Background: an optimization exercise with open tools, aiming at small area, a short achievable clock period and few clock cycles per item. Do not read the settings as production practice.
In this exercise RTL edits were held to simulation tests only and were not proved equivalent to the original.
Power is estimated from default activity; no workload was simulated.

**design/flow/config.mk**
```make
export PLATFORM = sky130hd
export DESIGN_NAME = cpu_top
export DESIGN_NICKNAME = cpu_top
export VERILOG_FILES = /design/flow/design.v
export SDC_FILE = /design/flow/constraint.sdc
export NUM_CORES = 4
export LEC_CHECK = 0
export CAP_MARGIN = 20
export CORE_MARGIN = 2
export CORE_UTILIZATION = 55
export SETUP_SLACK_MARGIN = 4.5
export SLEW_MARGIN = 20
```
**design/flow/constraint.sdc**
```tcl
create_clock -name core_clock -period 8.0 [get_ports {clk}]
set_input_delay 1.6000 -clock core_clock [delete_from_list [all_inputs] [get_ports {clk}]]
set_output_delay 1.6000 -clock core_clock [all_outputs]
set_load 0.01 [all_outputs]
```
**design/flow/design.v**
```verilog
package cpu_pkg;
  localparam int data_w    = 16;
  localparam int reg_idx_w = 4;
  typedef enum logic [2:0] {
    op_arith  = 3'b000,
    op_cmpmul = 3'b001,
    op_load   = 3'b010,
    op_store  = 3'b011,
    op_beq    = 3'b100,
    op_jump   = 3'b101
  } opcode_t;
  localparam logic funct_add = 1'b0;
  localparam logic funct_sub = 1'b1;
  localparam logic funct_slt = 1'b0;
  localparam logic funct_mul = 1'b1;
  typedef struct packed {
    opcode_t              opcode;
    logic [reg_idx_w-1:0] rs;
    logic [reg_idx_w-1:0] rt;
    logic [reg_idx_w-1:0] rd;
    logic                 funct;
  } r_fmt_t;
  typedef struct packed {
    opcode_t              opcode;
    logic [reg_idx_w-1:0] rs;
    logic [reg_idx_w-1:0] rt;
    logic signed [4:0]    imm;
  } i_fmt_t;
  typedef struct packed {
    opcode_t     opcode;
    logic [11:0] target;
    logic        unused;
  } j_fmt_t;
  typedef union packed {
    r_fmt_t r_fmt;
    i_fmt_t i_fmt;
    j_fmt_t j_fmt;
  } instr_t;
  typedef enum logic [2:0] {
    st_fetch,
    st_decode,
    st_execute,
    st_memory,
    st_writeback
  } core_state_t;
  localparam logic region_instr = 1'b0;
  localparam logic region_data  = 1'b1;
endpackage
module mul16_cs (
  input  logic [15:0] a,
  input  logic [15:0] b,
  output logic [15:0] x,
  output logic [15:0] y,
  output logic [15:0] z
);
  logic bs1_1;
  logic bs2_2;
  logic bng_3;
  logic pp_4;
  logic pp_5;
  logic pp_6;
  logic pp_7;
  logic pp_8;
  logic pp_9;
  logic pp_10;
  logic pp_11;
  logic pp_12;
  logic pp_13;
  logic pp_14;
  logic pp_15;
  logic pp_16;
  logic pp_17;
  logic pp_18;
  logic pp_19;
  logic bs1_20;
  logic bs2_21;
  logic bng_22;
  logic pp_23;
  logic pp_24;
  logic pp_25;
  logic pp_26;
  logic pp_27;
  logic pp_28;
  logic pp_29;
  logic pp_30;
  logic pp_31;
  logic pp_32;
  logic pp_33;
  logic pp_34;
  logic pp_35;
  logic pp_36;
  logic bs1_37;
  logic bs2_38;
  logic bng_39;
  logic pp_40;
  logic pp_41;
  logic pp_42;
  logic pp_43;
  logic pp_44;
  logic pp_45;
  logic pp_46;
  logic pp_47;
  logic pp_48;
  logic pp_49;
  logic pp_50;
  logic pp_51;
  logic bs1_52;
  logic bs2_53;
  logic bng_54;
  logic pp_55;
  logic pp_56;
  logic pp_57;
  logic pp_58;
  logic pp_59;
  logic pp_60;
  logic pp_61;
  logic pp_62;
  logic pp_63;
  logic pp_64;
  logic bs1_65;
  logic bs2_66;
  logic bng_67;
  logic pp_68;
  logic pp_69;
  logic pp_70;
  logic pp_71;
  logic pp_72;
  logic pp_73;
  logic pp_74;
  logic pp_75;
  logic bs1_76;
  logic bs2_77;
  logic bng_78;
  logic pp_79;
  logic pp_80;
  logic pp_81;
  logic pp_82;
  logic pp_83;
  logic pp_84;
  logic bs1_85;
  logic bs2_86;
  logic bng_87;
  logic pp_88;
  logic pp_89;
  logic pp_90;
  logic pp_91;
  logic bs1_92;
  logic bs2_93;
  logic bng_94;
  logic pp_95;
  logic pp_96;
  logic s_97;
  logic c_98;
  logic s_99;
  logic c_100;
  logic s_101;
  logic c_102;
  logic s_103;
  logic c_104;
  logic s_105;
  logic c_106;
  logic s_107;
  logic c_108;
  logic s_109;
  logic c_110;
  logic s_111;
  logic c_112;
  logic s_113;
  logic c_114;
  logic s_115;
  logic c_116;
  logic s_117;
  logic c_118;
  logic s_119;
  logic c_120;
  logic s_121;
  logic c_122;
  logic s_123;
  logic c_124;
  logic s_125;
  logic c_126;
  logic s_127;
  logic c_128;
  logic s_129;
  logic c_130;
  logic s_131;
  logic c_132;
  logic s_133;
  logic c_134;
  logic s_135;
  logic c_136;
  logic s_137;
  logic c_138;
  logic s_139;
  logic c_140;
  logic s_141;
  logic c_142;
  logic s_143;
  logic c_144;
  logic s_145;
  logic c_146;
  logic s_147;
  logic c_148;
  logic s_149;
  logic c_150;
  logic s_151;
  logic c_152;
  logic s_153;
  logic c_154;
  logic s_155;
  logic c_156;
  logic s_157;
  logic c_158;
  logic s_159;
  logic c_160;
  logic s_161;
  logic c_162;
  logic s_163;
  logic c_164;
  logic s_165;
  logic c_166;
  logic s_167;
  logic c_168;
  logic s_169;
  logic c_170;
  logic s_171;
  logic c_172;
  logic s_173;
  logic c_174;
  logic s_175;
  logic c_176;
  logic s_177;
  logic c_178;
  logic s_179;
  logic c_180;
  assign bs1_1 = b[0] ^ 1'b0;
  assign bs2_2 = (b[1] & ~b[0] & ~1'b0) | (~b[1] & b[0] & 1'b0);
  assign bng_3 = b[1];
  assign pp_4 = ((bs1_1 & a[0]) | (bs2_2 & 1'b0)) ^ bng_3;
  assign pp_5 = ((bs1_1 & a[1]) | (bs2_2 & a[0])) ^ bng_3;
  assign pp_6 = ((bs1_1 & a[2]) | (bs2_2 & a[1])) ^ bng_3;
  assign pp_7 = ((bs1_1 & a[3]) | (bs2_2 & a[2])) ^ bng_3;
  assign pp_8 = ((bs1_1 & a[4]) | (bs2_2 & a[3])) ^ bng_3;
  assign pp_9 = ((bs1_1 & a[5]) | (bs2_2 & a[4])) ^ bng_3;
  assign pp_10 = ((bs1_1 & a[6]) | (bs2_2 & a[5])) ^ bng_3;
  assign pp_11 = ((bs1_1 & a[7]) | (bs2_2 & a[6])) ^ bng_3;
  assign pp_12 = ((bs1_1 & a[8]) | (bs2_2 & a[7])) ^ bng_3;
  assign pp_13 = ((bs1_1 & a[9]) | (bs2_2 & a[8])) ^ bng_3;
  assign pp_14 = ((bs1_1 & a[10]) | (bs2_2 & a[9])) ^ bng_3;
  assign pp_15 = ((bs1_1 & a[11]) | (bs2_2 & a[10])) ^ bng_3;
  assign pp_16 = ((bs1_1 & a[12]) | (bs2_2 & a[11])) ^ bng_3;
  assign pp_17 = ((bs1_1 & a[13]) | (bs2_2 & a[12])) ^ bng_3;
  assign pp_18 = ((bs1_1 & a[14]) | (bs2_2 & a[13])) ^ bng_3;
  assign pp_19 = ((bs1_1 & a[15]) | (bs2_2 & a[14])) ^ bng_3;
  assign bs1_20 = b[2] ^ b[1];
  assign bs2_21 = (b[3] & ~b[2] & ~b[1]) | (~b[3] & b[2] & b[1]);
  assign bng_22 = b[3];
  assign pp_23 = ((bs1_20 & a[0]) | (bs2_21 & 1'b0)) ^ bng_22;
  assign pp_24 = ((bs1_20 & a[1]) | (bs2_21 & a[0])) ^ bng_22;
  assign pp_25 = ((bs1_20 & a[2]) | (bs2_21 & a[1])) ^ bng_22;
  assign pp_26 = ((bs1_20 & a[3]) | (bs2_21 & a[2])) ^ bng_22;
  assign pp_27 = ((bs1_20 & a[4]) | (bs2_21 & a[3])) ^ bng_22;
  assign pp_28 = ((bs1_20 & a[5]) | (bs2_21 & a[4])) ^ bng_22;
  assign pp_29 = ((bs1_20 & a[6]) | (bs2_21 & a[5])) ^ bng_22;
  assign pp_30 = ((bs1_20 & a[7]) | (bs2_21 & a[6])) ^ bng_22;
  assign pp_31 = ((bs1_20 & a[8]) | (bs2_21 & a[7])) ^ bng_22;
  assign pp_32 = ((bs1_20 & a[9]) | (bs2_21 & a[8])) ^ bng_22;
  assign pp_33 = ((bs1_20 & a[10]) | (bs2_21 & a[9])) ^ bng_22;
  assign pp_34 = ((bs1_20 & a[11]) | (bs2_21 & a[10])) ^ bng_22;
  assign pp_35 = ((bs1_20 & a[12]) | (bs2_21 & a[11])) ^ bng_22;
  assign pp_36 = ((bs1_20 & a[13]) | (bs2_21 & a[12])) ^ bng_22;
  assign bs1_37 = b[4] ^ b[3];
  assign bs2_38 = (b[5] & ~b[4] & ~b[3]) | (~b[5] & b[4] & b[3]);
  assign bng_39 = b[5];
  assign pp_40 = ((bs1_37 & a[0]) | (bs2_38 & 1'b0)) ^ bng_39;
  assign pp_41 = ((bs1_37 & a[1]) | (bs2_38 & a[0])) ^ bng_39;
  assign pp_42 = ((bs1_37 & a[2]) | (bs2_38 & a[1])) ^ bng_39;
  assign pp_43 = ((bs1_37 & a[3]) | (bs2_38 & a[2])) ^ bng_39;
  assign pp_44 = ((bs1_37 & a[4]) | (bs2_38 & a[3])) ^ bng_39;
  assign pp_45 = ((bs1_37 & a[5]) | (bs2_38 & a[4])) ^ bng_39;
  assign pp_46 = ((bs1_37 & a[6]) | (bs2_38 & a[5])) ^ bng_39;
  assign pp_47 = ((bs1_37 & a[7]) | (bs2_38 & a[6])) ^ bng_39;
  assign pp_48 = ((bs1_37 & a[8]) | (bs2_38 & a[7])) ^ bng_39;
  assign pp_49 = ((bs1_37 & a[9]) | (bs2_38 & a[8])) ^ bng_39;
  assign pp_50 = ((bs1_37 & a[10]) | (bs2_38 & a[9])) ^ bng_39;
  assign pp_51 = ((bs1_37 & a[11]) | (bs2_38 & a[10])) ^ bng_39;
  assign bs1_52 = b[6] ^ b[5];
  assign bs2_53 = (b[7] & ~b[6] & ~b[5]) | (~b[7] & b[6] & b[5]);
  assign bng_54 = b[7];
  assign pp_55 = ((bs1_52 & a[0]) | (bs2_53 & 1'b0)) ^ bng_54;
  assign pp_56 = ((bs1_52 & a[1]) | (bs2_53 & a[0])) ^ bng_54;
  assign pp_57 = ((bs1_52 & a[2]) | (bs2_53 & a[1])) ^ bng_54;
  assign pp_58 = ((bs1_52 & a[3]) | (bs2_53 & a[2])) ^ bng_54;
  assign pp_59 = ((bs1_52 & a[4]) | (bs2_53 & a[3])) ^ bng_54;
  assign pp_60 = ((bs1_52 & a[5]) | (bs2_53 & a[4])) ^ bng_54;
  assign pp_61 = ((bs1_52 & a[6]) | (bs2_53 & a[5])) ^ bng_54;
  assign pp_62 = ((bs1_52 & a[7]) | (bs2_53 & a[6])) ^ bng_54;
  assign pp_63 = ((bs1_52 & a[8]) | (bs2_53 & a[7])) ^ bng_54;
  assign pp_64 = ((bs1_52 & a[9]) | (bs2_53 & a[8])) ^ bng_54;
  assign bs1_65 = b[8] ^ b[7];
  assign bs2_66 = (b[9] & ~b[8] & ~b[7]) | (~b[9] & b[8] & b[7]);
  assign bng_67 = b[9];
  assign pp_68 = ((bs1_65 & a[0]) | (bs2_66 & 1'b0)) ^ bng_67;
  assign pp_69 = ((bs1_65 & a[1]) | (bs2_66 & a[0])) ^ bng_67;
  assign pp_70 = ((bs1_65 & a[2]) | (bs2_66 & a[1])) ^ bng_67;
  assign pp_71 = ((bs1_65 & a[3]) | (bs2_66 & a[2])) ^ bng_67;
  assign pp_72 = ((bs1_65 & a[4]) | (bs2_66 & a[3])) ^ bng_67;
  assign pp_73 = ((bs1_65 & a[5]) | (bs2_66 & a[4])) ^ bng_67;
  assign pp_74 = ((bs1_65 & a[6]) | (bs2_66 & a[5])) ^ bng_67;
  assign pp_75 = ((bs1_65 & a[7]) | (bs2_66 & a[6])) ^ bng_67;
  assign bs1_76 = b[10] ^ b[9];
  assign bs2_77 = (b[11] & ~b[10] & ~b[9]) | (~b[11] & b[10] & b[9]);
  assign bng_78 = b[11];
  assign pp_79 = ((bs1_76 & a[0]) | (bs2_77 & 1'b0)) ^ bng_78;
  assign pp_80 = ((bs1_76 & a[1]) | (bs2_77 & a[0])) ^ bng_78;
  assign pp_81 = ((bs1_76 & a[2]) | (bs2_77 & a[1])) ^ bng_78;
  assign pp_82 = ((bs1_76 & a[3]) | (bs2_77 & a[2])) ^ bng_78;
  assign pp_83 = ((bs1_76 & a[4]) | (bs2_77 & a[3])) ^ bng_78;
  assign pp_84 = ((bs1_76 & a[5]) | (bs2_77 & a[4])) ^ bng_78;
  assign bs1_85 = b[12] ^ b[11];
  assign bs2_86 = (b[13] & ~b[12] & ~b[11]) | (~b[13] & b[12] & b[11]);
  assign bng_87 = b[13];
  assign pp_88 = ((bs1_85 & a[0]) | (bs2_86 & 1'b0)) ^ bng_87;
  assign pp_89 = ((bs1_85 & a[1]) | (bs2_86 & a[0])) ^ bng_87;
  assign pp_90 = ((bs1_85 & a[2]) | (bs2_86 & a[1])) ^ bng_87;
  assign pp_91 = ((bs1_85 & a[3]) | (bs2_86 & a[2])) ^ bng_87;
  assign bs1_92 = b[14] ^ b[13];
  assign bs2_93 = (b[15] & ~b[14] & ~b[13]) | (~b[15] & b[14] & b[13]);
  assign bng_94 = b[15];
  assign pp_95 = ((bs1_92 & a[0]) | (bs2_93 & 1'b0)) ^ bng_94;
  assign pp_96 = ((bs1_92 & a[1]) | (bs2_93 & a[0])) ^ bng_94;
  assign s_97 = pp_14 ^ pp_31;
  assign c_98 = pp_14 & pp_31;
  assign s_99 = pp_15 ^ pp_32;
  assign c_100 = pp_15 & pp_32;
  assign s_101 = pp_16 ^ pp_33 ^ pp_48;
  assign c_102 = (pp_16 & pp_33) | (pp_48 & (pp_16 ^ pp_33));
  assign s_103 = pp_61 ^ pp_72;
  assign c_104 = pp_61 & pp_72;
  assign s_105 = pp_17 ^ pp_34 ^ pp_49;
  assign c_106 = (pp_17 & pp_34) | (pp_49 & (pp_17 ^ pp_34));
  assign s_107 = pp_62 ^ pp_73;
  assign c_108 = pp_62 & pp_73;
  assign s_109 = pp_18 ^ pp_35 ^ pp_50;
  assign c_110 = (pp_18 & pp_35) | (pp_50 & (pp_18 ^ pp_35));
  assign s_111 = pp_63 ^ pp_74 ^ pp_83;
  assign c_112 = (pp_63 & pp_74) | (pp_83 & (pp_63 ^ pp_74));
  assign s_113 = pp_90 ^ pp_95;
  assign c_114 = pp_90 & pp_95;
  assign s_115 = pp_19 ^ pp_36 ^ pp_51;
  assign c_116 = (pp_19 & pp_36) | (pp_51 & (pp_19 ^ pp_36));
  assign s_117 = pp_64 ^ pp_75 ^ pp_84;
  assign c_118 = (pp_64 & pp_75) | (pp_84 & (pp_64 ^ pp_75));
  assign s_119 = pp_91 ^ pp_96;
  assign c_120 = pp_91 & pp_96;
  assign s_121 = pp_10 ^ pp_27;
  assign c_122 = pp_10 & pp_27;
  assign s_123 = pp_11 ^ pp_28;
  assign c_124 = pp_11 & pp_28;
  assign s_125 = pp_12 ^ pp_29 ^ pp_44;
  assign c_126 = (pp_12 & pp_29) | (pp_44 & (pp_12 ^ pp_29));
  assign s_127 = pp_57 ^ pp_68;
  assign c_128 = pp_57 & pp_68;
  assign s_129 = pp_13 ^ pp_30 ^ pp_45;
  assign c_130 = (pp_13 & pp_30) | (pp_45 & (pp_13 ^ pp_30));
  assign s_131 = pp_58 ^ pp_69;
  assign c_132 = pp_58 & pp_69;
  assign s_133 = pp_46 ^ pp_59 ^ pp_70;
  assign c_134 = (pp_46 & pp_59) | (pp_70 & (pp_46 ^ pp_59));
  assign s_135 = pp_79 ^ bng_78 ^ s_97;
  assign c_136 = (pp_79 & bng_78) | (s_97 & (pp_79 ^ bng_78));
  assign s_137 = pp_47 ^ pp_60 ^ pp_71;
  assign c_138 = (pp_47 & pp_60) | (pp_71 & (pp_47 ^ pp_60));
  assign s_139 = pp_80 ^ s_99 ^ c_98;
  assign c_140 = (pp_80 & s_99) | (c_98 & (pp_80 ^ s_99));
  assign s_141 = pp_81 ^ pp_88 ^ bng_87;
  assign c_142 = (pp_81 & pp_88) | (bng_87 & (pp_81 ^ pp_88));
  assign s_143 = s_101 ^ s_103 ^ c_100;
  assign c_144 = (s_101 & s_103) | (c_100 & (s_101 ^ s_103));
  assign s_145 = pp_82 ^ pp_89 ^ s_105;
  assign c_146 = (pp_82 & pp_89) | (s_105 & (pp_82 ^ pp_89));
  assign s_147 = s_107 ^ c_102 ^ c_104;
  assign c_148 = (s_107 & c_102) | (c_104 & (s_107 ^ c_102));
  assign s_149 = bng_94 ^ s_109 ^ s_111;
  assign c_150 = (bng_94 & s_109) | (s_111 & (bng_94 ^ s_109));
  assign s_151 = s_113 ^ c_106 ^ c_108;
  assign c_152 = (s_113 & c_106) | (c_108 & (s_113 ^ c_106));
  assign s_153 = s_115 ^ s_117 ^ s_119;
  assign c_154 = (s_115 & s_117) | (s_119 & (s_115 ^ s_117));
  assign s_155 = c_110 ^ c_112 ^ c_114;
  assign c_156 = (c_110 & c_112) | (c_114 & (c_110 ^ c_112));
  assign s_157 = pp_8 ^ pp_25;
  assign c_158 = pp_8 & pp_25;
  assign s_159 = pp_9 ^ pp_26;
  assign c_160 = pp_9 & pp_26;
  assign s_161 = pp_42 ^ pp_55 ^ bng_54;
  assign c_162 = (pp_42 & pp_55) | (bng_54 & (pp_42 ^ pp_55));
  assign s_163 = pp_43 ^ pp_56 ^ s_123;
  assign c_164 = (pp_43 & pp_56) | (s_123 & (pp_43 ^ pp_56));
  assign s_165 = bng_67 ^ s_125 ^ s_127;
  assign c_166 = (bng_67 & s_125) | (s_127 & (bng_67 ^ s_125));
  assign s_167 = s_129 ^ s_131 ^ c_126;
  assign c_168 = (s_129 & s_131) | (c_126 & (s_129 ^ s_131));
  assign s_169 = s_133 ^ s_135 ^ c_130;
  assign c_170 = (s_133 & s_135) | (c_130 & (s_133 ^ s_135));
  assign s_171 = s_137 ^ s_139 ^ c_134;
  assign c_172 = (s_137 & s_139) | (c_134 & (s_137 ^ s_139));
  assign s_173 = s_141 ^ s_143 ^ c_138;
  assign c_174 = (s_141 & s_143) | (c_138 & (s_141 ^ s_143));
  assign s_175 = s_145 ^ s_147 ^ c_142;
  assign c_176 = (s_145 & s_147) | (c_142 & (s_145 ^ s_147));
  assign s_177 = s_149 ^ s_151 ^ c_146;
  assign c_178 = (s_149 & s_151) | (c_146 & (s_149 ^ s_151));
  assign s_179 = s_153 ^ s_155 ^ c_150;
  assign c_180 = (s_153 & s_155) | (c_150 & (s_153 ^ s_155));
  assign x = {c_152, c_148, c_144, c_140, c_136, c_132, c_128, c_124, c_122, s_121, pp_41, pp_40, pp_7, pp_6, pp_5, pp_4};
  assign y = {s_179, s_177, s_175, s_173, s_171, s_169, s_167, s_165, s_163, s_161, s_159, bng_39, pp_24, pp_23, 1'b0, bng_3};
  assign z = {c_178, c_176, c_174, c_172, c_170, c_168, c_166, c_164, c_162, c_160, c_158, s_157, 1'b0, bng_22, 1'b0, 1'b0};
endmodule
module cpu_top #(
  parameter int addr_w = 12
) (
  input  logic                       clk,
  input  logic                       rst_n,
  output logic                       io_stall,
  output logic                       mem_req,
  output logic                       mem_we,
  output logic [addr_w:0]            mem_addr,
  output logic [cpu_pkg::data_w-1:0] mem_wdata,
  input  logic                       mem_ack,
  input  logic [cpu_pkg::data_w-1:0] mem_rdata
);
  localparam int dw = cpu_pkg::data_w;
  logic              q_data;    
  logic              q_ld;      
  logic [addr_w-1:0] fa;        
  logic              ir_v;
  logic [15:0]       ir;
  logic              ir_jd;     
  logic              ir_f;      
  logic [dw-1:0]     op_a;      
  logic [dw-1:0]     op_b;      
  logic [15:0]       rv;        
  logic [dw-1:0]     t_a [0:15];    
  logic [dw-1:0]     t_b [0:15];
  logic [dw-1:0]     rd_a, rd_b;
  logic [2:0]        pend;      
  logic              m2;
  logic [3:0]        wb_rt;
  logic [dw-1:0]     cs_x, cs_y, cs_z, cs_x_d, cs_y_d, cs_z_d;
  logic [dw-1:0]     cs_s, cs_c;
  logic [2:0]        op;
  logic [3:0]        rs, rt, rd;
  logic              is_load, is_store, is_mem, is_alu, is_mul, is_beq, is_jump;
  logic              uses_rs, uses_rt;
  logic              adv, f_busy, ld_busy, wbusy, hazard, ex, redir, arr, w_jump, w_beqs, w_wait;
  logic [addr_w-1:0] w_tgt;
  logic              nxt_data, nxt_none, nxt_fetch;
  logic [addr_w-1:0] beq_tgt, fetch_nx, fa_inc;
  logic [dw-1:0]     alu_out;
  logic              ld_wr, alu_wr, wr_en;
  logic [3:0]        wr_idx;
  logic [dw-1:0]     wr_data;
  logic [3:0]        idx_a, idx_b;
  logic              r_e, r_d, r_one, r_two;
  logic [2:0]        p_dec;
  assign op       = ir[15:13];
  assign rs       = ir[12:9];
  assign rt       = ir[8:5];
  assign rd       = ir[4:1];
  assign is_load  = (op == 3'b010);
  assign is_store = (op == 3'b011);
  assign is_mem   = (op[2:1] == 2'b01);
  assign is_alu   = (op[2:1] == 2'b00);
  assign is_mul   = (op == 3'b001) && ir[0];
  assign is_beq   = (op == 3'b100);
  assign is_jump  = (op == 3'b101);
  assign uses_rs  = is_alu || is_mem || is_beq;
  assign uses_rt  = is_alu || is_store || is_beq;
  assign adv     = mem_ack || !mem_req;
  assign f_busy  = mem_req && !q_data;
  assign ld_busy = q_data && q_ld;
  assign wbusy  = ld_busy || m2;
  assign hazard = wbusy &&
                  (is_alu || (uses_rs && rs == wb_rt) || (uses_rt && rt == wb_rt));
  assign ex     = ir_v && !hazard;
  assign redir  = ex && !ir_jd && ((is_beq && op_a == op_b) || is_jump);
  assign arr    = mem_ack && f_busy && !redir;
  assign w_jump = (mem_rdata[15:13] == 3'b101);
  assign w_beqs = (mem_rdata[15:13] == 3'b100) && (mem_rdata[12:9] == mem_rdata[8:5]);
  assign w_tgt  = w_jump ? mem_rdata[12:1] : fa + addr_w'($signed(mem_rdata[4:0])) + addr_w'(1);
  assign w_wait = (mem_rdata[15:14] == 2'b00) ||
                  (mem_rdata[15] ^ mem_rdata[14]) && (mem_rdata[12:9] == rd) ||
                  ((mem_rdata[15:13] == 3'b011) || (mem_rdata[15:13] == 3'b100)) && (mem_rdata[8:5] == rd);
  always_comb begin
    case ({op[0], ir[0]})
      2'b00:   alu_out = op_a + op_b;
      2'b01:   alu_out = op_a - op_b;
      default: alu_out = {{(dw-1){1'b0}}, ($signed(op_a) < $signed(op_b))};
    endcase
  end
  mul16_cs u_mul (.a(op_a), .b(op_b), .x(cs_x_d), .y(cs_y_d), .z(cs_z_d));
  always_ff @(posedge clk) begin
    cs_x <= cs_x_d;
    cs_y <= cs_y_d;
    cs_z <= cs_z_d;
  end
  assign cs_s = cs_x ^ cs_y ^ cs_z;
  assign cs_c = {(cs_x[dw-2:0] & cs_y[dw-2:0]) | (cs_z[dw-2:0] & (cs_x[dw-2:0] ^ cs_y[dw-2:0])), 1'b0};
  assign ld_wr   = adv && ld_busy;
  assign alu_wr  = adv && ex && is_alu && !is_mul;
  assign wr_en   = ld_wr || m2 || alu_wr;
  assign wr_idx  = (ld_busy || m2) ? wb_rt : rd;
  assign wr_data = ld_busy ? mem_rdata : m2 ? (cs_s + cs_c) : alu_out;
  for (genvar i = 0; i < 16; i++) begin : g_rf
    logic [dw-1:0] q;
    always_ff @(posedge clk) begin
      if (wr_en && wr_idx == 4'(i)) q <= wr_data;
    end
    assign t_a[i] = q & {dw{rv[i] && idx_a == 4'(i)}};
    assign t_b[i] = q & {dw{rv[i] && idx_b == 4'(i)}};
  end
  always_ff @(posedge clk or negedge rst_n) begin
    if (!rst_n) begin
      rv <= '0;
    end else if (wr_en) begin
      rv[wr_idx] <= 1'b1;
    end
  end
  always_comb begin
    rd_a = '0;
    rd_b = '0;
    for (int i = 0; i < 16; i++) begin
      rd_a = rd_a | t_a[i];
      rd_b = rd_b | t_b[i];
    end
  end
  assign idx_a = (mem_ack && f_busy) ? mem_rdata[12:9] : rs;
  assign idx_b = (mem_ack && f_busy) ? mem_rdata[8:5]  : rt;
  always_ff @(posedge clk) begin
    op_a <= (wr_en && wr_idx == idx_a) ? wr_data : rd_a;
    op_b <= (wr_en && wr_idx == idx_b) ? wr_data : rd_b;
  end
  assign beq_tgt   = fa + addr_w'($signed(ir[4:0])) + addr_w'(!ir_f);
  assign fa_inc    = fa + addr_w'(1);
  assign nxt_data  = ex && is_mem;
  assign nxt_none  = ex && is_mul && mem_ack && f_busy && w_wait;
  assign nxt_fetch = !nxt_data && !nxt_none;
  assign fetch_nx  = redir ? (is_jump ? ir[12:1] : beq_tgt) :
                     (arr && (w_jump || w_beqs)) ? w_tgt : fa_inc;
  always_ff @(posedge clk or negedge rst_n) begin
    if (!rst_n) begin
      mem_req   <= 1'b0;
      q_data    <= 1'b0;
      fa        <= '1;
    end else if (adv) begin
      mem_req <= !nxt_none;
      q_data  <= nxt_data;
      if (nxt_fetch) begin
        fa <= fetch_nx;
      end
    end
  end
  always_ff @(posedge clk) begin
    if (adv) begin
      q_ld    <= nxt_data && is_load;
      mem_we  <= nxt_data && is_store;
      if (nxt_data) begin
        mem_addr  <= {1'b1, op_a[addr_w-1:0] + addr_w'($signed(ir[4:0]))};
        mem_wdata <= op_b;
      end else if (nxt_fetch) begin
        mem_addr  <= {1'b0, fetch_nx};
      end
    end
  end
  assign r_e   = adv && ex && !is_mem && !is_mul;
  assign r_d   = adv && q_data;
  assign r_one = r_e || r_d || m2;
  assign r_two = (r_e && r_d) || (r_e && m2) || (r_d && m2);
  assign p_dec = pend - 3'(pend != 3'd0);
  always_ff @(posedge clk or negedge rst_n) begin
    if (!rst_n) begin
      ir_v  <= 1'b0;
      pend  <= '0;
      m2    <= 1'b0;
    end else begin
      pend <= r_two ? p_dec + 3'd2 : r_one ? p_dec + 3'd1 : p_dec;
      m2   <= adv && ex && is_mul;
      if (adv) begin
        if (arr) begin
          ir_v <= 1'b1;
        end else if (ex) begin
          ir_v <= 1'b0;
        end
      end
    end
  end
  always_ff @(posedge clk) begin
    if (adv) begin
      if (nxt_data && is_load) wb_rt <= rt;
      if (ex && is_mul)        wb_rt <= rd;
      if (arr) begin
        ir    <= mem_rdata;
        ir_jd <= (w_jump || w_beqs) && nxt_fetch;
        ir_f  <= nxt_fetch;
      end else begin
        ir_f  <= ir_f || nxt_fetch;
      end
    end
  end
  assign io_stall = (pend == 3'd0);
endmodule
```
**design/flow/run.sh**
```bash
#!/bin/bash
# synth_recipe.tcl (not shown) runs the flow's synth.tcl, then flattens the netlist and writes it again
# the make line also repeats each setting of config.mk as NAME=value (left out here)
make -C /OpenROAD-flow-scripts/flow DESIGN_CONFIG=/design/flow/config.mk WORK_HOME=/design/flow/orfs CLKGATE_MAP_FILE= SYNTH_SCRIPT=/design/flow/synth_recipe.tcl finish
```
==> metrics.yaml, run 1 <==
finish:
  n_antenna_cell: 0
  layout_common_cells: "edfxtp_1, nand2_1, nor2_1, a21oi_1, a22oi_1"
  drive_gt1_frac: 0.161
  post-route-util: 0.639
  final_common_cell: "edfxtp_1"
  final_cells: 3075
  area_growth_pct: 14.4
  nets: 2597
grt:
  grt.total_usage: 0.365
  grt_overflow_total: 0
  grt_antenna_before_repair: 0
  grt_pass1_vias: 20063
  grt_pass1_wl_um: 129000
  grt_start_max_net_pins: 66
drt:
  drc: 0
  wl_um: 88000
  wl_per_cell_um: 28.6
  dr.pass1.iters: 8
  avgViaCountPerCell: 6.83
  antenna_left: 0
  drtIter0Drc: 2767
  via_count: 20996
floorplanning:
  core_mm2: 0.0456
  num_rows: 78
  dieArea_mm2: 0.0480
  die_x_um: 219
  die_h_um: 219
  io_pins: 51
  initial_core_util: 0.559
timing:
  min_period_ns: 3.48
  period_share: 0.436
  setup_viol: 0
  worst_slew_pin_slew_ns: 1.05
  drv_slew: 0
  setup_tns_ns: 0
  maxSlewHeadroom: 0.293
  timing.fmax_ghz: 0.287
  hold_viol_final: 0
  rsz0062_at_grt: "yes"
  fin_skew_ns: 0.0242
yosys:
  synth_ff_type: "edfxtp_1"
  yosysWarningCount: 3
  yosysSeqAreaShare: 0.459
  ys_types: 92
  syn-instance-count: 2410
  syn_nets: 2569
  syn_area_mm2: 0.0255
  synthArstFlopShare: 0.0833
  avgSynthCellArea_um2: 10.6
  synth_edf_count: 309
  synth-seq-cells: 420
clock_network:
  path_clk_slew_ns: 0.06
  tritoncts: "done"
  cts_buffer_depth: 3
  cts_root_buffer: "clkbuf_16"
  numCtsBuffers: 46
  holdBufCountCts: 0
  cts.sinks: 420
  htreeDepth: 2
  clk_latency_ns: 0.60
job:
  cap_violations: 0
setup_path:
  required_ns: 8.46
  max_stage_delay_ns: 0.72
  r2r-end: "g_rf[15].q[15]"
  r2r_start: "cs_z[4]"
  worstSetupPathType: "in2reg"
  worstPathArrival_ns: 3.94
  crit_family: "simple AND/OR/NAND/NOR gates"
  path_buf_inv: 2
  end_kind: "register"
  reg2reg_depth: 11
  start_kind: "primary input"
  crit_fanout: 16
  reg2reg_setup_slack_ns: 4.62
  cp_slowest_cell: "and3_2"
  cp_cell_sequence: "clkdlybuf4s15_2 -> nand3b_4 -> buf_12 -> mux2i_1 -> and3_2 -> a22oi_1 -> nand3_1 -> nor3_1 -> a21oi_1"
worst_hold_path:
  hp-start: "rv[1]"
  holdPathEnd: "rv[1]"
  hold_depth: 2
  hold_path.class: "reg2reg"
place:
  dp_cells: 2952
  place.gp.congestion: 0.945
  port_buffers: 50
  place_hpwl_um: 54800
power:
  p_per_area_mw_per_mm2: 346
  peakVddDrop_uv: 245
  p_leak_nw: 10.8
status:
  status: "finished clean"
[how the worst max path moves through the flow]
| stage | depth (start not counted) | end | slack, ns | start |
|---|---|---|---|---|
| floorplan | 12 | mem_addr[6] | 4.36 | mem_rdata[0] |
| global route | 13 | mem_addr[6] | 4.44 | mem_rdata[0] |
| finish | 9 | op_a[1] | 4.52 | mem_ack |
| CTS | 13 | g_rf[15].q[15] | 4.49 | op_b[1] |
| global placement | 9 | op_b[13] | 2.76 | mem_ack |
| detailed placement | 8 | op_b[13] | 2.60 | mem_ack |
[stage by stage]
| step | cell area [um2] | setup WS, ns | total power, W | hold slack (ns) |
|---|---|---|---|---|
| floorplan | 25600 | 4.36 | 0.00623 | 0.363 |
| detailed placement | 26600 | 2.60 | 0.00748 | 0.488 |
| global route | 29100 | 4.44 | 0.0107 | 0.522 |
| CTS | 28700 | 4.49 | 0.00985 | 0.502 |
| finish | 29100 | 4.52 | 0.0101 | 0.512 |
| global placement | 26600 | 2.76 | 0.00739 | 0.488 |
[routing by layer]
| metal | wire [um] | vias to the layer above | track usage | share of wire |
|---|---|---|---|---|
| li1 | - | 9215 | - | - |
| met1 | 34100 | 10166 | 0.478 | 0.39 |
| met2 | 40200 | 1295 | 0.580 | 0.46 |
| met3 | 9270 | 320 | 0.0836 | 0.11 |
| met4 | 4410 | 0 | 0.164 | 0.050 |
| met5 | 0 | - | 0 | 0 |
[worst register-to-register path, stage by stage, from the launching register on]
cell and delay, ns:
dfxtp_1 0.31, fa_1 0.60, ha_4 0.23, o21a_4 0.23, a2111oi_4 0.43, o311ai_4 0.15, o21ai_2 0.20, o211a_1 0.20
a31oi_4 0.11, a211oi_2 0.28, buf_6 0.19, clkinvlp_4 0.17
[registers in the layout, summed over array words and instances, names as in the netlist, 4 cells and up]
name,flops
cs_y,15
fa,12
mem_wdata,16
op_b,16
rv,16
op_a,16
wb_rt,4
g_rf.q,256
cs_z,13
cs_x,16
ir,16
mem_addr,13
[area by class of cell]
class / count / area (um2)
clock buffer: 55 / 1260
fill: 3624 / 16400
tap: 600 / 751
inverter: 87 / 357
timing repair inverter: 2 / 15.0
sequential: 420 / 11700
multi-input combinational: 1736 / 13300
timing repair buffer: 145 / 1440
clock inverter: 30 / 332
[where the power goes]
group / total (W) / switching (W) / internal (W)
clock network: 0.00222 / 0.000923 / 0.00130
logic: 0.00465 / 0.00274 / 0.00191
registers: 0.00321 / 0.000319 / 0.00289
[cell usage after synthesis, types with 8 or more instances]
master | instances | area share
nor2b_1 | 24 | 0.0059
nand2b_1 | 29 | 0.0071
nand3_1 | 81 | 0.016
xor2_1 | 33 | 0.011
xnor2_1 | 85 | 0.029
a21oi_1 | 119 | 0.023
o31ai_1 | 10 | 0.0029
and3_1 | 38 | 0.0093
a221oi_1 | 105 | 0.036
maj3_1 | 19 | 0.0075
o211ai_1 | 23 | 0.0068
o21a_1 | 14 | 0.0041
nand4_1 | 20 | 0.0049
buf_4 | 8 | 0.0024
o21bai_1 | 8 | 0.0024
a31oi_1 | 24 | 0.0059
a22o_1 | 82 | 0.028
a22oi_1 | 110 | 0.032
a21o_1 | 24 | 0.0071
nor3_1 | 46 | 0.0090
mux2i_1 | 26 | 0.010
a211oi_1 | 24 | 0.0071
fa_1 | 40 | 0.031
ha_1 | 100 | 0.049
edfxtp_1 | 309 | 0.36
and2_1 | 10 | 0.0025
dfrtp_1 | 23 | 0.023
mux2_2 | 37 | 0.016
nand2_1 | 206 | 0.030
o21ai_0 | 105 | 0.021
nor2_1 | 144 | 0.021
buf_2 | 34 | 0.0067
buf_1 | 10 | 0.0015
inv_1 | 84 | 0.012
clkbuf_1 | 106 | 0.016
dfstp_2 | 12 | 0.012
o22ai_1 | 21 | 0.0052
or3_1 | 19 | 0.0047
dfxtp_1 | 76 | 0.060
[timing repair]
action	CTS	global route
gates cloned	4	2
pin swaps	10	20
hold endpoints to repair	0	0
endpoints found under the setup margin	602	224
gates resized for setup	134	78
buffers inserted	16	16
[cell families after synthesis]
kind of cell / count (synthesis) / share of synthesized area
AOI/OAI and AO/OA: 718 / 0.203
xor gates and xnor gates: 122 / 0.0431
adders and majority gates: 159 / 0.0881
buffers and inverters: 255 / 0.0424
DFF: 420 / 0.459
muxes: 72 / 0.0326
and+or+nand+nor: 664 / 0.132
Testbench counts, summed over its fixed seeds: cycles 33,391, instrs 24,000.
==> run 2: changes to the inputs <==
--- a/design/flow/config.mk
+++ b/design/flow/config.mk
@@ -6,4 +6,5 @@
 export NUM_CORES = 4
 export LEC_CHECK = 0
+export ABC_AREA = 1
 export CAP_MARGIN = 20
 export CORE_MARGIN = 2
==> metrics.yaml, run 2 <==
floorplanning:
  initial_core_util: 0.554  # was 0.559
  die_x_um: 220  # was 219 um
  dieArea_mm2: 0.0483  # was 0.0480 mm2
  num_rows: 79  # was 78
  core_mm2: 0.0463  # was 0.0456 mm2
  die_h_um: 220  # was 219 um
  io_pins: 51  # unchanged
power:
  sequentialPowerShare: 0.308  # was 0.319
  peakVddDrop_uv: 440  # was 245 uV
  p_switching_w: 0.00449  # was 0.00398 W
  comb_power_share: 0.479  # was 0.461
  p_sw_frac: 0.434  # was 0.395
  p_int_w: 0.00585  # was 0.00609 W
  p_clk_frac: 0.213  # was 0.220
  p_leak_nw: 13.3  # was 10.8 nW
  p_per_area_mw_per_mm2: 356  # was 346 mW/mm2
yosys:
  synth_ff_type: "edfxtp_1"  # unchanged
  yosysMostFrequentCell: "nand2_1"  # was edfxtp_1
  yosysTopAreaCell: "edfxtp_1"  # unchanged
  syn_nets: 3229  # was 2569
  ys_types: 49  # was 92
  synth_common_cells: "nand2_1, inv_1, edfxtp_1"  # was edfxtp_1, nand2_1, nor2_1
  synthDominantCellAreaShare: 0.362  # was 0.364
  yosysWarningCount: 3  # unchanged
  syn-instance-count: 3070  # was 2410
  synth-seq-cells: 420  # unchanged
  yosysSeqAreaShare: 0.456  # was 0.459
  synthArstFlopShare: 0.0833  # unchanged
  syn_area_mm2: 0.0256  # was 0.0255 mm2
  synth_area_leaders: "edfxtp_1, nand2_1, inv_1"  # was edfxtp_1, dfxtp_1, ha_1
  synth_edf_count: 309  # unchanged
  avgSynthCellArea_um2: 8.35  # was 10.6 um2
clock_network:
  tritoncts: "done"  # unchanged
  clk_latency_ns: 0.60  # about the same
  htreeDepth: 2  # unchanged
  path_clk_slew_ns: 0.06  # about the same
  cts.sinks: 420  # unchanged
  holdBufCountCts: 0  # unchanged
  cts_root_buffer: "clkbuf_16"  # unchanged
  cts_buffer_depth: 3  # unchanged
  numCtsBuffers: 46  # unchanged
finish:
  post-route-util: 0.628  # was 0.639
  largest_register: "g_rf.q"  # unchanged
  fillCellCount: 4023  # was 3624
  drive_gt1_frac: 0.0884  # was 0.161
  final_common_cell: "nand2_1"  # was edfxtp_1
  largest_register_ffs: 256  # unchanged
  layout_common_cells: "nand2_1, inv_1, edfxtp_1, o22ai_1, nor2_1"  # was edfxtp_1, nand2_1, nor2_1, a21oi_1, a22oi_1
  area_growth_pct: 13.4  # was 14.4%
  nets: 3289  # was 2597
worst_hold_path:
  hold_path.class: "reg2reg"  # unchanged
  hold_depth: 2  # unchanged
place:
  place_hpwl_um: 66000  # was 54800 um
  place.gp.congestion: 1.04  # was 0.945
  pre_cts_ws_ns: 2.95  # was 2.60 ns
  port_buffers: 50  # unchanged
setup_path:
  crit_fanout: 16  # unchanged
  worstSetupPathType: "in2reg"  # unchanged
  critPathCapture: "op_b[9]"  # was op_a[1]
  start_kind: "primary input"  # unchanged
  worstPathArrival_ns: 3.98  # was 3.94 ns
  reg2reg_setup_slack_ns: 4.62  # about the same
  worstSetupStartpoint: "mem_ack"  # unchanged
  required_ns: 8.52  # was 8.46 ns
  end_kind: "register"  # unchanged
  r2r_start: "op_a[7]"  # was cs_z[4]
  reg2reg_depth: 7  # was 11
  r2r-end: "cs_y[14]"  # was g_rf[15].q[15]
timing:
  setup_tns_ns: 0  # unchanged
  period_share: 0.432  # was 0.436
  timing.fmax_ghz: 0.290  # was 0.287 GHz
  min_period_ns: 3.45  # was 3.48 ns
  worst_slew_pin_slew_ns: 1.09  # was 1.05 ns
  rsz0062_at_grt: "yes"  # unchanged
  fin_ws_ns: 4.55  # was 4.52 ns
  setup_viol: 0  # unchanged
  maxSlewHeadroom: 0.273  # was 0.293
  fin_skew_ns: 0.0255  # was 0.0242 ns
  drv_slew: 0  # unchanged
  hold_viol_final: 0  # unchanged
grt:
  grt_antenna_before_repair: 1  # was 0
  grt_pass1_wl_um: 139000  # was 129000 um
  grt.total_usage: 0.388  # was 0.365
  grt_pass1_vias: 22534  # was 20.1k
  grt_start_max_net_pins: 36  # was 66
  grt_overflow_total: 0  # unchanged
drt:
  via_count: 23389  # was 21.0k
  drc: 0  # unchanged
  antenna_left: 0  # unchanged
  wl_per_cell_um: 24.8  # was 28.6 um
  avgViaCountPerCell: 6.19  # was 6.83
  wl_um: 93700  # was 88000 um
  dr.pass1.iters: 7  # was 8
  drtIter0Drc: 3172  # was 2767
job:
  cap_violations: 0  # unchanged
status:
  status: "finished clean"  # unchanged
==> run 2: changes by cell type after synthesis, moves of 105 or more <==
cell	before	now
o22ai_1	21	269
nand2_1	206	721
a221oi_1	105	0
inv_1	84	451
a22oi_1	110	0
nor2_1	144	273
==> run 2: worst min path at each step <==
stage / from / to / slack, ns
6_report: rv[6] / rv[6] / 0.49
5_1_grt: rv[6] / rv[6] / 0.53
4_1_cts: rv[6] / rv[6] / 0.49
3_5_place_dp: rv[6] / rv[6] / 0.47
3_3_place_gp: rv[6] / rv[6] / 0.47
2_1_floorplan: op_b[3] / cs_z[2] / 0.36
==> run 2: cell families (layout without fill, tap and decap cells) <==
logic type               count (synthesis)  in the layout  share of synthesized area
buffers and inverters                  553            650                     0.0871
flip-flops                             420            420                      0.456
XOR/XNOR                               118            118                     0.0403
other                                    0              1                          0
AND/OR/NAND/NOR                       1270           1271                      0.206
multiplexers                             1              1                   0.000391
adder cells (fa/ha/maj)                140            140                     0.0801
AO/OA/AOI/OAI                          568            568                      0.130
==> run 2: worst max-delay path, stage by stage <==
cell and delay (ns):
clkbuf_2 0.22, nand3_4 0.11, buf_12 0.17, nand2_1 0.11, o21ai_4 0.11, nor2_4 0.40
nand3_4 0.45, o21ai_1 0.35, nor2_1 0.07, nand4_1 0.11, nand2_1 0.12, nand2_1 0.14
==> run 2: repair_timing <==
item / CTS / global route
setup buffers: 11 / 8
gates cloned: 1 / 0
pin swaps: 9 / 4
gates resized for setup: 94 / 61
endpoints found under the setup margin: 365 / 293
==> run 2: cell type report <==
class	instances	area, um2	share of cell area
clock inverter	25	287	0.00986
antenna	1	2.50	0.0000861
clock buffer	61	1270	0.0437
timing repair buffer	99	1010	0.0348
multi-input combinational	2098	12300	0.422
inverter	465	1760	0.0607
sequential	420	11700	0.402
tap	607	759	0.0261
==> run 2: metal layers <==
metal  up-vias  wire length (um)  track usage
met2      1570             41100        0.604
li1      10443                 -            -
met4         0              5650        0.202
met1     10975             36500        0.507
met5         -                 0            0
met3       401             10500       0.0903
==> run 2: power by group through the flow <==
stage	clock [W]	combinational, W	sequential (W)
finish	0.00220	0.00496	0.00318
global route	0.00230	0.00548	0.00320
CTS	0.00221	0.00480	0.00317
detailed placement	0	0.00471	0.00320
global placement	0	0.00456	0.00319
floorplan	0	0.00335	0.00309
==> run 2: metrics by stage <==
step	std cells	instance area [um2]	hold WS (ns)	power [W]
after floorplan	3070	25600	0.363	0.00644
after detailed placement	3669	26700	0.472	0.00792
after global placement	3666	26700	0.467	0.00775
final	3776	29100	0.492	0.0103
after CTS	3767	28800	0.486	0.0102
after global routing	3775	29100	0.528	0.0110
==> run 3: changes to the inputs <==
--- a/design/flow/config.mk
+++ b/design/flow/config.mk
@@ -6,8 +6,7 @@
 export NUM_CORES = 4
 export LEC_CHECK = 0
-export ABC_AREA = 1
 export CAP_MARGIN = 20
 export CORE_MARGIN = 2
-export CORE_UTILIZATION = 55
+export CORE_UTILIZATION = 70
 export SETUP_SLACK_MARGIN = 4.5
 export SLEW_MARGIN = 20
==> metrics.yaml, run 3 <==
drt:
  dr.pass1.iters: 8  # was 7
  avgViaCountPerCell: 7.45  # was 6.19
  antenna_left: 0  # unchanged
  wl_per_cell_um: 29.1  # was 24.8 um
  via_count: 21798  # was 23.4k
  drtIter0Drc: 3236  # was 3172
  drc: 0  # unchanged
  wl_um: 85200  # was 93700 um
power:
  comb_power_share: 0.465  # was 0.479
  p_sw_frac: 0.397  # was 0.434
  p_per_area_mw_per_mm2: 347  # was 356 mW/mm2
  p_int_w: 0.00599  # was 0.00585 W
  peakVddDrop_uv: 249  # was 440 uV
  p_clk_frac: 0.210  # was 0.213
  p_leak_nw: 10.7  # was 13.3 nW
  sequentialPowerShare: 0.326  # was 0.308
  p_switching_w: 0.00394  # was 0.00449 W
finish:
  fillCellCount: 2142  # was 4023
  area_growth_pct: 12.4  # was 13.4%
  final_common_cell: "edfxtp_1"  # was nand2_1
  design_area_mm2: 0.0286  # was 0.0291 mm2
  layout_common_cells: "edfxtp_1, nand2_1, nor2_1, a21oi_1, a22oi_1"  # was nand2_1, inv_1, edfxtp_1, o22ai_1, nor2_1
  nets: 2589  # was 3289
  largest_register_ffs: 256  # unchanged
  drive_gt1_frac: 0.155  # was 0.0884
  largest_register: "g_rf.q"  # unchanged
  n_antenna_cell: 0  # was 1
yosys:
  synthArstFlopShare: 0.0833  # unchanged
  syn-instance-count: 2410  # was 3070
  synth_common_cells: "edfxtp_1, nand2_1, nor2_1"  # was nand2_1, inv_1, edfxtp_1
  syn_area_mm2: 0.0255  # was 0.0256 mm2
  syn_nets: 2569  # was 3229
  synth_edf_count: 309  # unchanged
  synth_area_leaders: "edfxtp_1, dfxtp_1, ha_1"  # was edfxtp_1, nand2_1, inv_1
  synth-seq-cells: 420  # unchanged
  synth_ff_type: "edfxtp_1"  # unchanged
  avgSynthCellArea_um2: 10.6  # was 8.35 um2
  yosysWarningCount: 3  # unchanged
  yosysTopAreaCell: "edfxtp_1"  # unchanged
  ys_types: 92  # was 49
  yosysMostFrequentCell: "edfxtp_1"  # was nand2_1
  synthDominantCellAreaShare: 0.364  # was 0.362
  yosysSeqAreaShare: 0.459  # was 0.456
timing:
  min_period_ns: 3.51  # was 3.45 ns
  setup_tns_ns: 0  # unchanged
  maxSlewHeadroom: 0.237  # was 0.273
  fin_skew_ns: 0.0186  # was 0.0255 ns
  period_share: 0.439  # was 0.432
  timing.fmax_ghz: 0.285  # was 0.290 GHz
  hold_viol_final: 0  # unchanged
  drv_slew: 0  # unchanged
  worst_slew_pin_slew_ns: 1.13  # was 1.09 ns
  setup_viol: 0  # unchanged
  fin_ws_ns: 4.49  # was 4.55 ns
  rsz0062_at_grt: "yes"  # unchanged
worst_hold_path:
  hold_depth: 1  # was 2
  hold_path.class: "reg2reg"  # unchanged
job:
  cap_violations: 0  # unchanged
clock_network:
  tritoncts: "done"  # unchanged
  cts_buffer_depth: 3  # unchanged
  numCtsBuffers: 43  # was 46
  cts_root_buffer: "clkbuf_16"  # unchanged
  path_clk_slew_ns: 0.07  # was 0.06 ns
  htreeDepth: 2  # unchanged
  clk_latency_ns: 0.59  # was 0.60 ns
  cts.sinks: 420  # unchanged
place:
  port_buffers: 50  # unchanged
  pre_cts_ws_ns: 2.68  # was 2.95 ns
  place.gp.congestion: 0.980  # was 1.04
  placed_cell_area_mm2: 0.0263  # was 0.0267 mm2
  place_hpwl_um: 52900  # was 66000 um
status:
  status: "finished clean"  # unchanged
setup_path:
  end_kind: "register"  # unchanged
  reg2reg_setup_slack_ns: 4.58  # was 4.62 ns
  start_kind: "primary input"  # unchanged
  worstSetupPathType: "in2reg"  # unchanged
  worstPathArrival_ns: 3.99  # was 3.98 ns
  reg2reg_depth: 12  # was 7
  required_ns: 8.48  # was 8.52 ns
  crit_fanout: 16  # unchanged
grt:
  grt_util_met1: 0.558  # was 0.507
  grt.total_usage: 0.447  # was 0.388
  grt_pass1_wl_um: 127000  # was 139000 um
  grtUsageMet3: 0.116  # was 0.0903
  grt_start_max_net_pins: 83  # was 36
  met2_usage: 0.696  # was 0.604
  grt_pass1_vias: 21370  # was 22.5k
  grt_antenna_before_repair: 0  # was 1
  grt_overflow_total: 0  # unchanged
  top_usage_layer: "met2"  # unchanged
floorplanning:
  io_pins: 51  # unchanged
  die_x_um: 195  # was 220 um
  initial_core_util: 0.714  # was 0.554
  dieArea_mm2: 0.0379  # was 0.0483 mm2
  core_mm2: 0.0357  # was 0.0463 mm2
  num_rows: 69  # was 79
  die_h_um: 195  # was 220 um
==> run 3: cell types whose count changed in the layout (fill, tap and decap cells not counted), sizes merged, moves of 38 or more <==
| cell | before | now |
|---|---|---|
| nand3 | 189 | 81 |
| xnor2 | 28 | 89 |
| nor2 | 285 | 145 |
| and3 | 0 | 38 |
| a22o | 0 | 82 |
| a221oi | 0 | 108 |
| xor2 | 90 | 33 |
| o21ai | 162 | 105 |
| o22ai | 269 | 21 |
| nand2 | 732 | 206 |
| buf | 50 | 101 |
| mux2 | 0 | 39 |
| inv | 458 | 86 |
| a22oi | 0 | 110 |
==> run 3: cell families after synthesis <==
| logic type | Yosys count | share of synthesized area |
|---|---|---|
| AOI/OAI and AO/OA | 718 | 0.203 |
| DFF | 420 | 0.459 |
| adders and majority gates | 159 | 0.0881 |
| xor gates and xnor gates | 122 | 0.0431 |
| buffers and inverters | 255 | 0.0424 |
| and+or+nand+nor | 664 | 0.132 |
| muxes | 72 | 0.0326 |
==> run 3: metrics by stage <==
| step | std cells | utilization | total power [W] | hold WS [ns] |
|---|---|---|---|---|
| finish | 2925 | 0.802 | 0.00993 | 0.526 |
| floorplan | 2410 | - | 0.00623 | 0.363 |
| CTS | 2911 | 0.793 | 0.00962 | 0.509 |
| detailed placement | 2806 | 0.739 | 0.00744 | 0.486 |
| global placement | 2806 | 0.739 | 0.00722 | 0.492 |
| global route | 2925 | 0.802 | 0.0104 | 0.522 |
==> run 3: final cells by class <==
cell class	count	area (um2)	area share
clock buffer	61	1190	0.0417
multi-input combinational	1736	13200	0.463
timing repair buffer	140	1270	0.0443
clock inverter	18	256	0.00896
timing repair inverter	2	15.0	0.000525
inverter	87	354	0.0124
tap	461	577	0.0202
sequential	420	11700	0.409
==> run 3: power by group through the flow <==
stage               registers [W]  logic (W)  clock network, W
floorplan                 0.00311    0.00312                 0
global placement          0.00324    0.00398                 0
detailed placement        0.00326    0.00418                 0
CTS                       0.00321    0.00434           0.00208
global route              0.00326    0.00501           0.00216
finish                    0.00323    0.00461           0.00208
==> run 3: repair_timing <==
item,4_1_cts,5_1_grt
setup buffers,24,12
hold buffers,0,0
gates cloned,2,2
pin swaps,13,30
gates resized for setup,121,94
endpoints found under the setup margin,525,247
==> run 3: routing by layer <==
| layer | part of all wire | wire (um) |
|---|---|---|
| met3 | 0.13 | 11400 |
| met1 | 0.34 | 29400 |
| met4 | 0.078 | 6630 |
| met5 | 0 | 0 |
| met2 | 0.44 | 37800 |
==> run 3: critical path: stages <==
cell	delay [ns]
buf_2	0.17
nand3b_4	0.13
clkbuf_16	0.20
buf_4	0.14
mux2i_1	0.18
and3_1	0.21
buf_4	0.26
a22o_1	0.25
a221oi_1	0.30
nand4_1	0.22
mux2_2	0.31
==> run 3: path summary, 6_finish.rpt <==
path                            endpoint  startpoint
max in group asynchronous        pend[2]       rst_n
worst max-delay path             op_a[7]     mem_ack
worst max register to register  op_a[15]     cs_z[4]
worst min-delay path               rv[5]       rv[5]
worst min register to register     rv[5]       rv[5]
min in group asynchronous          rv[4]       rst_n
==> run 4: changes to the inputs <==
--- a/design/flow/config.mk
+++ b/design/flow/config.mk
@@ -8,5 +8,5 @@
 export CAP_MARGIN = 20
 export CORE_MARGIN = 2
-export CORE_UTILIZATION = 70
-export SETUP_SLACK_MARGIN = 4.5
+export CORE_UTILIZATION = 40
+export SETUP_SLACK_MARGIN = 4.75
 export SLEW_MARGIN = 20
==> metrics.yaml, run 4 <==
place:
  placed_cell_area_mm2: 0.0273  # was 0.0263 mm2
  place.gp.congestion: 0.953  # was 0.980
  pre_cts_ws_ns: 2.48  # was 2.68 ns
  place_hpwl_um: 56900  # was 52900 um
  port_buffers: 50  # unchanged
job:
  cap_violations: 0  # unchanged
yosys:
  syn-instance-count: 2410  # unchanged
  yosysMostFrequentCell: "edfxtp_1"  # unchanged
  synth_ff_type: "edfxtp_1"  # unchanged
  synthArstFlopShare: 0.0833  # unchanged
  syn_area_mm2: 0.0255  # unchanged
  yosysWarningCount: 3  # unchanged
  synthDominantCellAreaShare: 0.364  # unchanged
  synth_edf_count: 309  # unchanged
  avgSynthCellArea_um2: 10.6  # unchanged
  yosysSeqAreaShare: 0.459  # unchanged
  ys_types: 92  # unchanged
  syn_nets: 2569  # unchanged
  synth-seq-cells: 420  # unchanged
  synth_common_cells: "edfxtp_1, nand2_1, nor2_1"  # unchanged
  yosysTopAreaCell: "edfxtp_1"  # unchanged
  synth_area_leaders: "edfxtp_1, dfxtp_1, ha_1"  # unchanged
timing:
  min_period_ns: 3.36  # was 3.51 ns
  period_share: 0.421  # was 0.439
  drv_slew: 0  # unchanged
  setup_tns_ns: 0  # unchanged
  fin_skew_ns: 0.0522  # was 0.0186 ns
  worst_slew_pin_slew_ns: 1.04  # was 1.13 ns
  rsz0062_at_grt: "yes"  # unchanged
  hold_viol_final: 0  # unchanged
  timing.fmax_ghz: 0.297  # was 0.285 GHz
  fin_ws_ns: 4.64  # was 4.49 ns
  setup_viol: 0  # unchanged
  maxSlewHeadroom: 0.302  # was 0.237
setup_path:
  start_kind: "primary input"  # unchanged
  reg2reg_setup_slack_ns: 4.64  # was 4.58 ns
  crit_family: "compound AO/OA/AOI/OAI gates"  # was buffers and inverters
  required_ns: 8.36  # was 8.48 ns
  cp_slowest_cell: "fa_2"  # was mux2_2
  r2r_start: "cs_x[4]"  # was cs_z[4]
  worstPathArrival_ns: 3.73  # was 3.99 ns
  r2r-end: "g_rf[6].q[15]"  # was op_a[15]
  reg2reg_depth: 11  # was 12
  path_buf_inv: 3  # was 4
  cp_cell_sequence: "buf_12 -> inv_12 -> ha_4 -> inv_2 -> fa_2 -> a21o_1 -> a21oi_4 -> o21bai_1 -> a21oi_1 -> xor2_1 -> o211ai_1 -> a31o_2 -> mux2_2"  # was buf_2 -> nand3b_4 -> clkbuf_16 -> buf_4 -> mux2i_1 -> and3_1 -> buf_4 -> a22o_1 -> a221oi_1 -> nand4_1 -> mux2_2
  worstSetupPathType: "in2reg"  # unchanged
  max_stage_delay_ns: 0.33  # was 0.31 ns
  end_kind: "register"  # unchanged
  crit_fanout: 3  # was 16
grt:
  grt_antenna_before_repair: 2  # was 0
  grt_pass1_vias: 21057  # was 21.4k
  grt_overflow_total: 0  # unchanged
  grt_pass1_wl_um: 135000  # was 127000 um
  grt_start_max_net_pins: 83  # unchanged
  grt.total_usage: 0.273  # was 0.447
worst_hold_path:
  holdPathEnd: "rv[14]"  # was rv[5]
  hold_depth: 1  # unchanged
  hp-start: "rv[14]"  # was rv[5]
  hold_path.class: "reg2reg"  # unchanged
clock_network:
  cts_buffer_depth: 3  # unchanged
  clk_latency_ns: 0.63  # was 0.59 ns
  numCtsBuffers: 46  # was 43
  cts_root_buffer: "clkbuf_16"  # unchanged
  htreeDepth: 2  # unchanged
  cts.sinks: 420  # unchanged
  path_clk_slew_ns: 0.07  # about the same
  tritoncts: "done"  # unchanged
power:
  p_leak_nw: 11.6  # was 10.7 nW
  p_per_area_mw_per_mm2: 334  # was 347 mW/mm2
  peakVddDrop_uv: 198  # was 249 uV
floorplanning:
  dieArea_mm2: 0.0657  # was 0.0379 mm2
  die_h_um: 256  # was 195 um
  io_pins: 51  # unchanged
  initial_core_util: 0.404  # was 0.714
  core_mm2: 0.0630  # was 0.0357 mm2
  die_x_um: 256  # was 195 um
  num_rows: 92  # was 69
finish:
  n_antenna_cell: 0  # unchanged
  drive_gt1_frac: 0.238  # was 0.155
  nets: 2697  # was 2589
  design_area_mm2: 0.0316  # was 0.0286 mm2
  layout_common_cells: "edfxtp_1, nand2_1, buf_4, nor2_1, a21oi_1"  # was edfxtp_1, nand2_1, nor2_1, a21oi_1, a22oi_1
  fillCellCount: 5541  # was 2142
  post-route-util: 0.501  # was 0.802
  area_growth_pct: 24.0  # was 12.4%
  largest_register_ffs: 256  # unchanged
  largest_register: "g_rf.q"  # unchanged
  final_common_cell: "edfxtp_1"  # unchanged
drt:
  avgViaCountPerCell: 6.39  # was 7.45
  drtIter0Drc: 2873  # was 3236
  antenna_left: 0  # unchanged
  via_count: 21883  # was 21.8k
  wl_um: 95200  # was 85200 um
  wl_per_cell_um: 27.8  # was 29.1 um
  drc: 0  # unchanged
  dr.pass1.iters: 6  # was 8
status:
  status: "finished clean"  # unchanged
-- run 4: cell counts after synthesis --
No cell type changed its count.
-- run 4: how the worst max path moves through the flow --
stage | start | to | slack [ns] | cells after the start
2_1_floorplan | mem_rdata[0] | mem_addr[6] | 4.37 | 12
3_3_place_gp | mem_ack | op_b[14] | 2.58 | 9
3_5_place_dp | mem_ack | op_b[14] | 2.48 | 9
4_1_cts | cs_z[2] | g_rf[3].q[13] | 4.61 | 13
5_1_grt | mem_rdata[0] | mem_addr[6] | 4.53 | 13
6_report | mem_rdata[0] | mem_addr[6] | 4.64 | 13
-- run 4: repair_timing --
item	in CTS	in global routing
endpoints found under the setup margin	579	267
pin swaps	36	63
gates resized for setup	227	178
setup buffers	42	76
cloned	8	5
hold buffers	0	0
-- run 4: power breakdown --
part	switching [W]	total [W]	internal, W	leakage [nW]
combinational	0.00293	0.00513	0.00220	7.02
clock	0.000962	0.00219	0.00123	0.744
sequential	0.000328	0.00322	0.00289	3.87
-- run 4: layout make-up --
type | count | area, um2 | share of cell area
multi-input cells | 1737 | 14100 | 0.447
flip-flops and latches | 420 | 11700 | 0.371
repair buffers | 243 | 2750 | 0.0871
clock buffers | 55 | 1210 | 0.0382
well taps | 846 | 1060 | 0.0335
inverters | 87 | 368 | 0.0117
clock inverters | 31 | 344 | 0.0109
repair inverters | 3 | 22.5 | 0.000713
-- run 4: per-layer routing --
layer | up-vias | part of all wire | GRT usage | wire (um)
li1 | 9446 | - | - | -
met1 | 10745 | 0.39 | 0.352 | 37100
met2 | 1349 | 0.45 | 0.438 | 43300
met3 | 339 | 0.11 | 0.0573 | 10000
met4 | 4 | 0.050 | 0.127 | 4740
met5 | - | 0.00028 | 0 | 27
-- run 4: logic make-up after synthesis --
kind of cell             Yosys count  synth area share
AO/OA/AOI/OAI                    718             0.203
AND/OR/NAND/NOR                  664             0.132
flip-flops                       420             0.459
buffers and inverters            255            0.0424
adder cells (fa/ha/maj)          159            0.0881
XOR/XNOR                         122            0.0431
multiplexers                      72            0.0326
-- run 4: metrics by stage --
step	total power, W	cells	hold slack (ns)
3_5_place_dp	0.00757	3205	0.499
6_report	0.0105	3422	0.528
5_1_grt	0.0111	3422	0.523
2_1_floorplan	0.00629	2410	0.363
3_3_place_gp	0.00746	3205	0.503
4_1_cts	0.0101	3341	0.513
==> run 5: changes to the inputs <==
==> design/flow/flow/run.sh (new file) <==
#!/bin/bash
# The standard layout, with plain buffers (buf_2) on the ports instead of the
# delay buffers that buffer_ports picks by default. Everything else is the standard flow's
# own flow (standard.sh), unchanged.
set -euo pipefail
bash standard.sh BUFFER_PORTS_ARGS="-buffer_cell sky130_fd_sc_hd__buf_2" finish > orfs_make.log 2>&1
==> design/flow/standard.sh (new file) <==
#!/bin/bash
# synth_recipe.tcl (not shown) runs the flow's synth.tcl, then flattens the netlist and writes it again
# the make line also repeats each setting of config.mk as NAME=value (left out here)
make -C /OpenROAD-flow-scripts/flow DESIGN_CONFIG=/design/flow/config.mk WORK_HOME=/design/flow/orfs CLKGATE_MAP_FILE= SYNTH_SCRIPT=/design/flow/synth_recipe.tcl "${@:-finish}"
--- a/design/flow/config.mk
+++ b/design/flow/config.mk
@@ -8,5 +8,5 @@
 export CAP_MARGIN = 20
 export CORE_MARGIN = 2
-export CORE_UTILIZATION = 40
-export SETUP_SLACK_MARGIN = 4.75
+export CORE_UTILIZATION = 55
+export SETUP_SLACK_MARGIN = 4.5
 export SLEW_MARGIN = 20
removed: design/flow/run.sh
==> metrics.yaml, run 5 <==
clock_network:
  cts.sinks: 420  # unchanged
  htreeDepth: 2  # unchanged
  cts_root_buffer: "clkbuf_16"  # unchanged
yosys:
  synth_ff_type: "edfxtp_1"  # unchanged
  synth-compound-area-share: 0.203  # unchanged
  synthDominantCellAreaShare: 0.364  # unchanged
  ys_types: 92  # unchanged
  synth-seq-cells: 420  # unchanged
  yosysTopAreaCell: "edfxtp_1"  # unchanged
  yosysWarningCount: 3  # unchanged
  syn_nets: 2569  # unchanged
  synth_common_cells: "edfxtp_1, nand2_1, nor2_1"  # unchanged
place:
  port_buffers: 50  # unchanged
  place_hpwl_um: 55500  # was 56900 um
  place.gp.congestion: 0.967  # was 0.953
drt:
  drc: 0  # unchanged
  wl_um: 87300  # was 95200 um
  dr.pass1.iters: 9  # was 6
  via_count: 21038  # was 21.9k
  antenna_left: 0  # unchanged
  drtIter0Drc: 2518  # was 2873
grt:
  grt_start_max_net_pins: 66  # was 83
  grt_antenna_before_repair: 1  # was 2
  grt_overflow_total: 0  # unchanged
timing:
  min_period_ns: 3.56  # was 3.36 ns
  hold_viol_final: 0  # unchanged
  worst_slew_pin_slew_ns: 1.06  # was 1.04 ns
  drv_slew: 0  # unchanged
finish:
  drive_gt1_frac: 0.166  # was 0.238
  final_cells: 3075  # was 3422
  fillCellCount: 3642  # was 5541
  layout_common_cells: "edfxtp_1, nand2_1, nor2_1, a21oi_1, a22oi_1"  # was edfxtp_1, nand2_1, buf_4, nor2_1, a21oi_1
  n_antenna_cell: 0  # unchanged
  nets: 2599  # was 2697
  regArea_mm2: 0.0117  # about the same
setup_path:
  crit_family: "compound AO/OA/AOI/OAI gates"  # unchanged
  cp_cell_sequence: "buf_2 -> nor2_1 -> mux2_2 -> and3_1 -> buf_4 -> a22o_1 -> a221oi_1 -> nand4_1 -> o21ai_0 -> a41oi_1"  # was buf_12 -> inv_12 -> ha_4 -> inv_2 -> fa_2 -> a21o_1 -> a21oi_4 -> o21bai_1 -> a21oi_1 -> xor2_1 -> o211ai_1 -> a31o_2 -> mux2_2
  required_ns: 8.47  # was 8.36 ns
  cp_slowest_cell: "buf_2"  # was fa_2
  end_kind: "register"  # unchanged
  worstPathArrival_ns: 4.03  # was 3.73 ns
  path_buf_inv: 2  # was 3
floorplanning:
  die_x_um: 219  # was 256 um
  initial_core_util: 0.559  # was 0.404
  io_pins: 51  # unchanged
  num_rows: 78  # was 92
  die_h_um: 219  # was 256 um
power:
  p_per_area_mw_per_mm2: 346  # was 334 mW/mm2
status:
  status: "finished clean"  # unchanged
-- run 5: cell counts after synthesis --
Identical to the previous run, type by type.
-- run 5: final timing paths --
kind / from / slack [ns] / depth (start not counted) / to
min in group asynchronous: rst_n / 1.10 / 1 / rv[5]
hold / removal: rv[11] / 0.51 / 2 / rv[11]
hold reg to reg: rv[11] / 0.51 / 2 / rv[11]
max in group asynchronous: rst_n / 6.31 / 1 / pend[2]
setup reg to reg: op_a[0] / 4.52 / 11 / g_rf[10].q[12]
setup / recovery: mem_rdata[9] / 4.44 / 10 / op_a[11]
-- run 5: repair_timing --
item / 4_1_cts / 5_1_grt
pin swaps: 4 / 15
setup endpoints to repair: 389 / 277
resized for setup: 38 / 58
cloned: 2 / 2
setup buffers: 9 / 21
-- run 5: worst register-to-register path, stage by stage, from the launching register on --
cell and delay (ns):
dfxtp_1 0.30, buf_4 0.24, ha_1 0.32, fa_1 0.40
nor2b_1 0.16, o211ai_1 0.26, nand4_1 0.24, a311oi_1 0.35
a211oi_1 0.09, mux2_2 0.26, a31o_2 0.31, clkinvlp_4 0.25
-- run 5: kinds of logic after synthesis --
group | after synthesis
multiplexers | 72
flip-flops | 420
buffers and inverters | 255
XOR/XNOR | 122
AO/OA/AOI/OAI | 718
adder cells (fa/ha/maj) | 159
AND/OR/NAND/NOR | 664
-- run 5: power breakdown --
group          total [W]  internal, W  switching, W
combinational    0.00447      0.00180       0.00267
clock            0.00221      0.00129      0.000918
sequential       0.00323      0.00289      0.000340
total            0.00991      0.00598       0.00393
-- run 5: routing by layer --
layer	routed length (um)	share of wire
met1	34200	0.39
met2	39500	0.45
met3	8650	0.099
met4	4980	0.057
met5	13	0.00015
-- run 5: cell type report --
class,instances,area share
Timing Repair Buffer,147,0.0379
Clock inverter,26,0.0121
Multi-Input combinational cell,1737,0.459
Timing Repair inverter,2,0.000525
Tap cell,600,0.0262
Sequential cell,420,0.409
Inverter,87,0.0125
Clock buffer,56,0.0426
-- run 5: metrics by stage --
| stage | instance area, um2 | power, W | hold WS (ns) | utilization | worst slack, ns |
|---|---|---|---|---|---|
| CTS | 28200 | 0.00972 | 0.505 | 0.618 | 4.45 |
| global route | 28600 | 0.0105 | 0.537 | 0.628 | 4.43 |
| finish | 28600 | 0.00991 | 0.508 | 0.628 | 4.44 |
| detailed placement | 26400 | 0.00744 | 0.491 | 0.579 | 3.13 |
| floorplan | 25600 | 0.00623 | 0.363 | - | 4.36 |
| global placement | 26400 | 0.00734 | 0.489 | 0.579 | 3.24 |

[re-timing with driven ports]
Ports are ideal in the flow. The routed layouts listed here were re-timed in OpenROAD.
Step 1 sets driving cells, clkbuf_16 on the clock port and buf_2 on the other inputs (assumed; they add their load-dependent delay and slew).
Step 2 also shifts input and output timing later by t, the mid clock arrival at the registers, as if the neighbouring blocks saw the same clock.
Slacks: no drivers / after step 1 / after step 2; pairs: no drivers / after step 1.
run | t, ns | slack for setup (ns)
run 1 | 0.650 | 4.516 / 4.555 / 3.905
run 2 | 0.647 | 4.546 / 4.567 / 3.921
run 3 | 0.635 | 4.485 / 4.514 / 3.880
run 4 | 0.663 | 4.636 / 4.641 / 3.978
run 5 | 0.659 | 4.441 / 4.478 / 3.819
After both steps every run listed still meets setup and hold.
